This design comes from an exercise in tuning for small area on the open sky130 flow, not from production work.
In this exercise RTL edits were held to simulation tests only and were not proved equivalent to the original.
Power is estimated from default activity; no workload was simulated.

== v10 ==
==> flow/design.v <==
package prefetch_buffer_tmr_pkg;
        typedef struct packed {
                logic                  req;
                logic                  branch;
                logic [32-1:0] branch_addr;
                logic                  fetch_ready;
        } fetch_ctrl_t;
        typedef struct packed {
                logic                  gnt;
                logic                  rvalid;
                logic [32-1:0] rdata;
        } mem_rsp_t;
        typedef struct packed {
                logic                  req;
                logic [32-1:0] addr;
        } mem_req_t;
        typedef struct packed {
                logic                  valid;
                logic [32-1:0] rdata;
                logic                  busy;
        } fetch_out_t;
        typedef logic [3-1:0] repl_vec_t;
endpackage
`timescale 1ns/1ps
module prefetch_buffer_core (
        input  logic                  clk,
        input  logic                  rst_i,
        input  logic                  active_i,
        input  logic                  req_i,
        input  logic                  branch_i,
        input  logic [32-1:0] br_addr_i,
        input  logic                  ready_i,
        input  logic                  gnt_i,
        input  logic                  rvalid_i,
        input  logic [32-1:0] rdata_i,
        output logic                  valid_o,
        output logic [32-1:0] rdata_o,
        output logic                  busy_o,
        output logic                  req_o,
        output logic [32-1:0] addr_o
);
        localparam int ADDR_W = 32;
        localparam int DATA_W = 32;
        logic              pend_q;
        logic              stale_q;
        logic              at_br_q;
        logic [ADDR_W-1:0] addr_q;
        logic [1:0]        out_cnt_q;
        logic [1:0]        out_cnt_d;
        logic [1:0]        disc_cnt_q;
        logic [1:0]        fifo_cnt_q;
        logic              rd_ptr_q;
        logic              wr_ptr;
        logic [DATA_W-1:0] mem0_q;
        logic [DATA_W-1:0] mem1_q;
        logic              can_issue;
        logic              req;
        logic              gnt_fire;
        logic              step;
        logic              push;
        logic              pop;
        logic              valid;
        logic [ADDR_W-1:0] addr;
        assign addr = at_br_q ? br_addr_i : addr_q;
        assign can_issue = active_i && req_i && !branch_i
                           && ({1'b0, fifo_cnt_q} + {1'b0, out_cnt_q} < 3'd2);
        assign req      = pend_q || can_issue;
        assign gnt_fire = req && gnt_i;
        assign out_cnt_d = out_cnt_q + {1'b0, gnt_fire} - {1'b0, rvalid_i};
        always_ff @(posedge clk) begin
                if (rst_i) begin
                        pend_q     <= 1'b0;
                        out_cnt_q  <= '0;
                        disc_cnt_q <= '0;
                end else begin
                        pend_q    <= req && !gnt_i;
                        out_cnt_q <= out_cnt_d;
                        if (branch_i) begin
                                disc_cnt_q <= out_cnt_d;
                        end else begin
                                disc_cnt_q <= disc_cnt_q + {1'b0, gnt_fire && stale_q}
                                              - {1'b0, rvalid_i && (disc_cnt_q != '0)};
                        end
                end
        end
        assign step = gnt_fire && !branch_i && !stale_q;
        always_ff @(posedge clk) begin
                addr_q <= addr + {{(ADDR_W-3){1'b0}}, step, 2'b00};
        end
        always_ff @(posedge clk) begin
                if (branch_i) begin
                        at_br_q <= !(pend_q && !gnt_i);
                        stale_q <= pend_q && !gnt_i;
                end else if (gnt_fire) begin
                        at_br_q <= stale_q;
                        stale_q <= 1'b0;
                end
        end
        assign wr_ptr = rd_ptr_q ^ fifo_cnt_q[0];
        assign push   = rvalid_i && (disc_cnt_q == '0) && !branch_i;
        assign valid  = (fifo_cnt_q != '0) && !branch_i;
        assign pop    = valid && ready_i;
        always_ff @(posedge clk) begin
                if (rst_i || branch_i) begin
                        fifo_cnt_q <= '0;
                end else begin
                        fifo_cnt_q <= fifo_cnt_q + {1'b0, push} - {1'b0, pop};
                end
        end
        always_ff @(posedge clk) begin
                if (pop) begin
                        rd_ptr_q <= !rd_ptr_q;
                end
                if (push && !wr_ptr) begin
                        mem0_q <= rdata_i;
                end
                if (push && wr_ptr) begin
                        mem1_q <= rdata_i;
                end
        end
        assign valid_o = valid;
        assign rdata_o = valid ? (rd_ptr_q ? mem1_q : mem0_q) : '0;
        assign busy_o  = (out_cnt_q != '0) || (fifo_cnt_q != '0);
        assign req_o   = req;
        assign addr_o  = addr;
endmodule
`timescale 1ns/1ps
module tmr_voter #(
        parameter int W = 1
) (
        input  logic [3-1:0][W-1:0] to_vote_i,
        input  logic [3-1:0]        broken_i,
        output logic [W-1:0]                 voted_o,
        output logic [3-1:0]        odd_o
);
        logic [W-1:0] v0;
        logic [W-1:0] v1;
        logic [W-1:0] v2;
        logic [W-1:0] x01;
        logic [W-1:0] x12;
        logic         none_broken;
        logic         pick1;
        logic         pick2;
        assign v0 = to_vote_i[0];
        assign v1 = to_vote_i[1];
        assign v2 = to_vote_i[2];
        assign x01 = v0 ^ v1;
        assign x12 = v1 ^ v2;
        assign odd_o = {|(~x01 & x12), |(x01 & x12), |(x01 & ~x12)};
        assign none_broken = (broken_i == '0);
        assign pick1       = broken_i[0] && !broken_i[1];
        assign pick2       = (broken_i == 3'b011);
        for (genvar i = 0; i < W; i++) begin : g_bit
                assign voted_o[i] = (pick2 || (none_broken && x01[i])) ? v2[i]
                                    : pick1 ? v1[i] : v0[i];
        end
endmodule
`timescale 1ns/1ps
module fault_monitor (
        input  logic                 clk,
        input  logic                 rst_i,
        input  logic [3-1:0] odd_i,
        input  logic [3-1:0] set_broken_i,
        output logic [3-1:0] is_broken_o,
        output logic                 err_detected_o,
        output logic                 err_corrected_o
);
        localparam int CNT_W = 5 - 1;
        localparam logic [CNT_W-1:0] INC    = CNT_W'(4);
        localparam logic [CNT_W-1:0] DEC    = CNT_W'(1);
        localparam logic [CNT_W:0]   THRESH = (CNT_W+1)'(12);
        logic [3-1:0] broken_q;
        logic                  none_broken;
        logic [3-1:0] block_err;
        assign none_broken = (broken_q == '0);
        assign block_err   = none_broken ? odd_i : '0;
        always_comb begin
                err_detected_o = 1'b0;
                case (broken_q)
                        3'b000: err_detected_o = |odd_i;
                        3'b001: err_detected_o = odd_i[1] | odd_i[2];
                        3'b010: err_detected_o = odd_i[0] | odd_i[2];
                        3'b100: err_detected_o = odd_i[0] | odd_i[1];
                        default: err_detected_o = 1'b0;
                endcase
        end
        assign err_corrected_o = |block_err;
        for (genvar r = 0; r < 3; r++) begin : g_mon
                logic [CNT_W-1:0] cnt_q;
                logic [CNT_W-1:0] cnt_d;
                logic             hit;
                always_comb begin
                        if (block_err[r]) begin
                                cnt_d = cnt_q + INC;
                        end else begin
                                cnt_d = (cnt_q < DEC) ? '0 : cnt_q - DEC;
                        end
                end
                assign hit = block_err[r] && ({1'b0, cnt_q} + (CNT_W+1)'(INC) >= THRESH);
                always_ff @(posedge clk) begin
                        if (rst_i) begin
                                cnt_q       <= '0;
                                broken_q[r] <= 1'b0;
                        end else begin
                                cnt_q <= cnt_d;
                                if (set_broken_i[r] || hit) begin
                                        broken_q[r] <= 1'b1;
                                end
                        end
                end
        end
        assign is_broken_o = broken_q;
endmodule
`timescale 1ns/1ps
module prefetch_buffer_tmr (
        input  logic                                  clk,
        input  logic                                  rst_i,
        input  logic                                  fetch_req_i,
        input  logic                                  fetch_branch_i,
        input  logic [32-1:0]                 fetch_branch_addr_i,
        input  logic                                  fetch_ready_i,
        input  logic [3-1:0]                 mem_gnt_i,
        input  logic [3-1:0]                 mem_rvalid_i,
        input  logic [3*32-1:0]      mem_rdata_i,
        input  logic [3-1:0]                 set_broken_i,
        output logic                                  fetch_valid_o,
        output logic [32-1:0]                 fetch_rdata_o,
        output logic                                  fetch_busy_o,
        output logic                                  mem_req_o,
        output logic [32-1:0]                 mem_addr_o,
        output logic [3-1:0]                 is_broken_o,
        output logic                                  err_detected_o,
        output logic                                  err_corrected_o
);
        localparam int FW = 32 + 2;
        localparam int AW = 32;
        logic              active_q;
        logic [AW-1:0]     br_addr_q;
        always_ff @(posedge clk) begin
                if (rst_i) begin
                        active_q <= 1'b0;
                end else if (fetch_branch_i) begin
                        active_q <= 1'b1;
                end
        end
        always_ff @(posedge clk) begin
                if (fetch_branch_i) begin
                        br_addr_q <= fetch_branch_addr_i;
                end
        end
        logic [3-1:0][FW-1:0] fetch_copy;
        logic [3-1:0][AW-1:0] addr_copy;
        logic [3-1:0]         req_copy;
        for (genvar g = 0; g < 3; g++) begin : g_repl
                logic              valid;
                logic [32-1:0] rdata;
                logic              busy;
                prefetch_buffer_core u_core (
                        .clk       (clk),
                        .rst_i     (rst_i),
                        .active_i  (active_q),
                        .req_i     (fetch_req_i),
                        .branch_i  (fetch_branch_i),
                        .br_addr_i (br_addr_q),
                        .ready_i   (fetch_ready_i),
                        .gnt_i     (mem_gnt_i[g]),
                        .rvalid_i  (mem_rvalid_i[g]),
                        .rdata_i   (mem_rdata_i[g*32 +: 32]),
                        .valid_o   (valid),
                        .rdata_o   (rdata),
                        .busy_o    (busy),
                        .req_o     (req_copy[g]),
                        .addr_o    (addr_copy[g])
                );
                assign fetch_copy[g] = {valid, rdata, busy};
        end
        logic [3-1:0] broken;
        logic [FW-1:0]         fetch_voted;
        logic [3-1:0] fetch_odd;
        logic                  req_voted;
        logic [3-1:0] req_odd;
        logic [AW-1:0]         addr_voted;
        logic [3-1:0] addr_odd;
        tmr_voter #(.W(FW)) u_out_voter (
                .to_vote_i (fetch_copy),
                .broken_i  (broken),
                .voted_o   (fetch_voted),
                .odd_o     (fetch_odd)
        );
        tmr_voter #(.W(1)) u_req_voter (
                .to_vote_i (req_copy),
                .broken_i  (broken),
                .voted_o   (req_voted),
                .odd_o     (req_odd)
        );
        tmr_voter #(.W(AW)) u_addr_voter (
                .to_vote_i (addr_copy),
                .broken_i  (broken),
                .voted_o   (addr_voted),
                .odd_o     (addr_odd)
        );
        assign {fetch_valid_o, fetch_rdata_o, fetch_busy_o} = fetch_voted;
        assign mem_req_o  = req_voted;
        assign mem_addr_o = active_q ? addr_voted : '0;
        fault_monitor u_fault_monitor (
                .clk             (clk),
                .rst_i           (rst_i),
                .odd_i           (fetch_odd | req_odd | (active_q ? addr_odd : '0)),
                .set_broken_i    (set_broken_i),
                .is_broken_o     (broken),
                .err_detected_o  (err_detected_o),
                .err_corrected_o (err_corrected_o)
        );
        assign is_broken_o = broken;
endmodule
==> flow/config.mk <==
export PLATFORM = sky130hd
export DESIGN_NAME = prefetch_buffer_tmr
export DESIGN_NICKNAME = prefetch_buffer_tmr
export VERILOG_FILES = /design/flow/design.v
export SDC_FILE = /design/flow/constraint.sdc
export NUM_CORES = 4
export LEC_CHECK = 0
export CAP_MARGIN = 0
export CORE_MARGIN = 2
export CORE_UTILIZATION = 55
export SETUP_SLACK_MARGIN = 0
export SLEW_MARGIN = 0
==> flow/constraint.sdc <==
create_clock -name core_clock -period 10.0 [get_ports {clk}]
set_input_delay 2.0000 -clock core_clock [delete_from_list [all_inputs] [get_ports {clk}]]
set_output_delay 2.0000 -clock core_clock [all_outputs]
set_load 0.01 [all_outputs]
standard.sh (not shown) runs the stock make flow with config.mk's settings and CLKGATE_MAP_FILE= SYNTH_SCRIPT=/design/flow/synth_recipe.tcl, a recipe that flattens the netlist after the stock synthesis.
==> flow/flow/run.sh <==
#!/bin/bash
# Layout flow: the standard layout (standard.sh) after a synthesis that
# differs from the standard one only in how combinational logic is mapped
# (see flow/synth.tcl), with the smallest buffer on every port and a
# clock tree of small buffers.
# Each tool's full output goes to its own log in the work folder.
set -euo pipefail
W=$(pwd)
export AREA_ABC_SCRIPT=$W/flow/area.abc
make -C "$FLOW_HOME" DESIGN_CONFIG="$W/config.mk" WORK_HOME="$W/orfs" CLKGATE_MAP_FILE= \
  SYNTH_SCRIPT="$W/flow/synth.tcl" synth > "$W/synth.log" 2>&1
export BUFFER_PORTS_ARGS="-buffer_cell sky130_fd_sc_hd__buf_1"
# Smaller clock buffers in smaller clusters, and no dummy loads
export CTS_ARGS="-sink_clustering_enable -repair_clock_nets -dont_use_dummy_load -buf_list sky130_fd_sc_hd__clkbuf_4 -sink_clustering_size 8 -sink_clustering_max_diameter 50"
bash standard.sh > "$W/layout.log" 2>&1
==> flow/flow/area.abc <==
strash
ifraig
dc2
dc2
dch -f
amap
==> flow/flow/synth.tcl <==
# synth_recipe.tcl (the standard synthesis) with two changes to the
# combinational mapping only: ORFS's adder extraction is skipped, and ABC
# maps with an area-oriented script (flow/area.abc) in place of ORFS's
# speed script. The flip-flops are mapped by the same steps as before, so
# they keep the standard synthesis's names and cell types.
proc synth {args} { yosys synth -nofsm -noshare {*}$args }
proc area_abc_args {abc_args} {
  set i [lsearch -exact $abc_args -script]
  return [lreplace $abc_args [expr {$i + 1}] [expr {$i + 1}] $::env(AREA_ABC_SCRIPT)]
}
set fh [open $::env(SCRIPTS_DIR)/synth.tcl r]
set body [read $fh]
close $fh
set n [regsub {log_cmd abc \{\*\}\$abc_args} $body {log_cmd abc {*}[area_abc_args $abc_args]} body]
if { $n != 1 } { error "abc step not found in synth.tcl" }
if { [info exists ::env(ADDER_MAP_FILE)] } { unset ::env(ADDER_MAP_FILE) }
eval $body
# left out here: clear keep_hierarchy, flatten, clean up, hide names made inside functions, write 1_2_yosys.v
What v39 does differently from v10 at the input level:
- SLEW_MARGIN now 20, was 0
- CAP_MARGIN now 20, was 0
- CORE_UTILIZATION now 70, was 55
Results
[compare] base=v10 new=v39: core outline area lower, count of clock-buffer cells in the layout roughly the same, post-layout total power higher, wire length of the first global-routing pass higher.
On via count normalized by instance count, the lower figure sits with v10, not v39.
Global-route usage for v39: 8.9 points up relative to v10
Going from v10 to v39, final cell count shrank by a few percent.
When v39 is set beside v10, its last weighted congestion value of the routability-driven placer turns out to be 6.0% larger.
Portion of the clock cycle consumed by the worst path in the final layout was lower in v10 than in v39.
For v13, these inputs were changed with respect to v39:
- a change of CORE_UTILIZATION from 70 to 55
- a change of SETUP_SLACK_MARGIN from 0 to -0.3
[summary]
v13 finished end to end and its layout was clean on timing, DRC and antenna. Re final number of setup-violating endpoints: no difference whatsoever between v13 and v39. ~same number of instances in the synthesized netlist in v13 and v39. Diff v39 -> v13 | number of global-route vias before repair | decrease of 632. [compare] base=v39 new=v13: setup slack +0.072 ns, global-route wire length before repair -460 um, total of max-cap violations ~0 delta, standard-cell row count +7, post-route standard cell area excluding fillers ~0 delta.
diff inputs: v13 => v26
==> flow/flow/area.abc <==
strash
ifraig
dc2
rewrite -z
refactor -z
dc2
dch -f
amap
Findings:
v26 went all the way through synthesis, placement and routing and the layout is clean on timing, DRC and antenna.
Per the comparison of v26 with v13, relative slew slack grew by 1.1 points; multi-input gate area in the final layout grew by about 0.4%; final cell count without fillers held steady; wire length grew by 4.6%; fraction of the mapped netlist area in simple logic gates grew by 0.45 points.
Going from v13 to v26, count of different cell masters after synthesis shrank by a few percent.
The met2 track utilization from global routing in v26 sits 4.2 points above the value recorded for v13.
On area enclosed by the die boundary, v13 loses to v26.
Setup slack in v26 vs v13: up 0.048 ns
Status: fraction of area in multi-input gates parity (v13, v26)
Of v13 and v26, the run reporting the higher met1 layer wirelength in the final routing was v26.

---

// prefetch_buffer_tmr: RTL as listed in full above, without the edits since
Settings: LEC_CHECK=0, CAP_MARGIN=20, CORE_MARGIN=2, CORE_UTILIZATION=55, SETUP_SLACK_MARGIN=0, SLEW_MARGIN=20; clock period 10.0 ns.
==> flow/flow/run.sh <==
#!/bin/bash
# Layout flow: the standard layout (standard.sh) after a synthesis that
# differs from the standard one only in how combinational logic is mapped
# (see flow/synth.tcl), with the smallest buffer on every port and a
# clock tree of small buffers.
# Each tool's full output goes to its own log in the work folder.
set -euo pipefail
W=$(pwd)
export AREA_ABC_SCRIPT=$W/flow/area.abc
make -C "$FLOW_HOME" DESIGN_CONFIG="$W/config.mk" WORK_HOME="$W/orfs" CLKGATE_MAP_FILE= \
  SYNTH_SCRIPT="$W/flow/synth.tcl" MIN_BUF_CELL_AND_PORTS="sky130_fd_sc_hd__buf_1 A X" synth > "$W/synth.log" 2>&1
export BUFFER_PORTS_ARGS="-buffer_cell sky130_fd_sc_hd__buf_1"
# Smaller clock buffers in smaller clusters, and no dummy loads
export CTS_ARGS="-sink_clustering_enable -repair_clock_nets -dont_use_dummy_load -buf_list sky130_fd_sc_hd__clkbuf_4 -sink_clustering_size 8 -sink_clustering_max_diameter 50"
bash standard.sh > "$W/layout.log" 2>&1
==> flow/flow/area.abc <==
strash
ifraig
dc2
rewrite -z
refactor -z
dc2
dch -f
amap
Scripts as last shown in full above: flow/flow/synth.tcl
The starting point completed with no timing, DRC or antenna violations.
==> next run, changes <==
--- a/flow/flow/run.sh
+++ b/flow/flow/run.sh
@@ -11 +11 @@
-  SYNTH_SCRIPT="$W/flow/synth.tcl" MIN_BUF_CELL_AND_PORTS="sky130_fd_sc_hd__buf_1 A X" synth > "$W/synth.log" 2>&1
+  SYNTH_SCRIPT="$W/flow/synth.tcl" synth > "$W/synth.log" 2>&1
==> flow/flow/area.abc (replaced) <==
strash
ifraig
dc2
dc2
dch -f
amap
- PLACE_DENSITY: default -> 0.75
- SETUP_SLACK_MARGIN: 0 -> -0.3
Effect: Fmax goes down by a few percent; final area goes down slightly; wire length goes down by a few percent; global-route usage goes down by 2.2 points; worst setup slack loses 0.26 ns; via count goes down slightly; synthesized area goes up slightly; critical path depth goes down by 48; sequential share of layout area goes up by 0.25 points.
==> next run, changes <==
- GPL_TIMING_DRIVEN: default -> 0
- PLACE_DENSITY: 0.75 -> default
- SETUP_SLACK_MARGIN: -0.3 -> 0
What happened:
- The changed run ran to the end with no violations
- count of clock-buffer cells in the layout falls by 2
- first-iteration DRC count rose by 8.2%
- clock power shrinks by about 1%
- final area grows by 1.9%
- cell count drops by 0.45%
==> next run, changes <==
--- a/flow/flow/run.sh
+++ b/flow/flow/run.sh
@@ -4,2 +4 @@
-# (see flow/synth.tcl), with the smallest buffer on every port and a
-# clock tree of small buffers.
+# (see flow/synth.tcl), with the smallest buffer on every port.
@@ -13,2 +11,0 @@
-# Smaller clock buffers in smaller clusters, and no dummy loads
-export CTS_ARGS="-sink_clustering_enable -repair_clock_nets -dont_use_dummy_load -buf_list sky130_fd_sc_hd__clkbuf_4 -sink_clustering_size 8 -sink_clustering_max_diameter 50"
==> flow/flow/area.abc (replaced) <==
strash
ifraig
dc2
dch -f
amap
- CORE_UTILIZATION: 55 -> 65
- GPL_TIMING_DRIVEN: 0 -> default
- SETUP_SLACK_MARGIN: 0 -> 0.5
The changed run finished clean. First-iteration DRC count rose by well over a third. Total power climbs by about a fifth. Fmax stays flat. Sequential share of layout area goes down by 1.2 points. Critical path depth falls by 42. Final area went up by a few percent. Synthesized cell count barely changes.

-- separate check: timing with driven ports --
In the flow no input, the clock included, has a driving cell. The finished layouts below were timed again as built, in two steps.
Step 1, drivers: a clkbuf_16 drives clk and a buf_2 each remaining input, both assumed.
Step 2 times the ports against the registers' clock, not the clock port: input delays grow and output delays shrink by t, the midpoint of the rising clock arrivals with the driver on.
a / b / c = no drivers / after step 1 / after step 2; a / b = the first two.
| run | shift t [ns] | slack for setup (ns) | worst slew at a driven data input, ns | pins driven straight from the clock port |
|---|---|---|---|---|
| v10 | 0.788 | 0.844 / 0.802 / 0.014 | 0.13 | 1 |
| v39 | 0.751 | 0.594 / 0.622 / -0.129 | 0.05 | 1 |
| v13 | 0.792 | 0.666 / 0.623 / -0.169 | 0.13 | 1 |
| v26 | 0.746 | 0.714 / 0.672 / -0.074 | 0.13 | 1 |
| the first run of note 2 | 0.744 | 0.876 / 0.833 / 0.089 | 0.13 | 1 |
| the second run of note 2 | 0.802 | 0.616 / 0.566 / -0.115 | 0.10 | 1 |
| the third run of note 2 | 0.850 | 0.660 / 0.672 / -0.178 | 0.05 | 1 |
| the fourth run of note 2 | 0.587 | 0.663 / 0.590 / 0.590 | 0.10 | 1 |
With both steps, setup timing fails in 5 of these runs, where it was met with ideal ports. The setup slack of the third run of note 2, which loses most, moves by +0.012 ns with the drivers and by -0.838 ns with both steps.
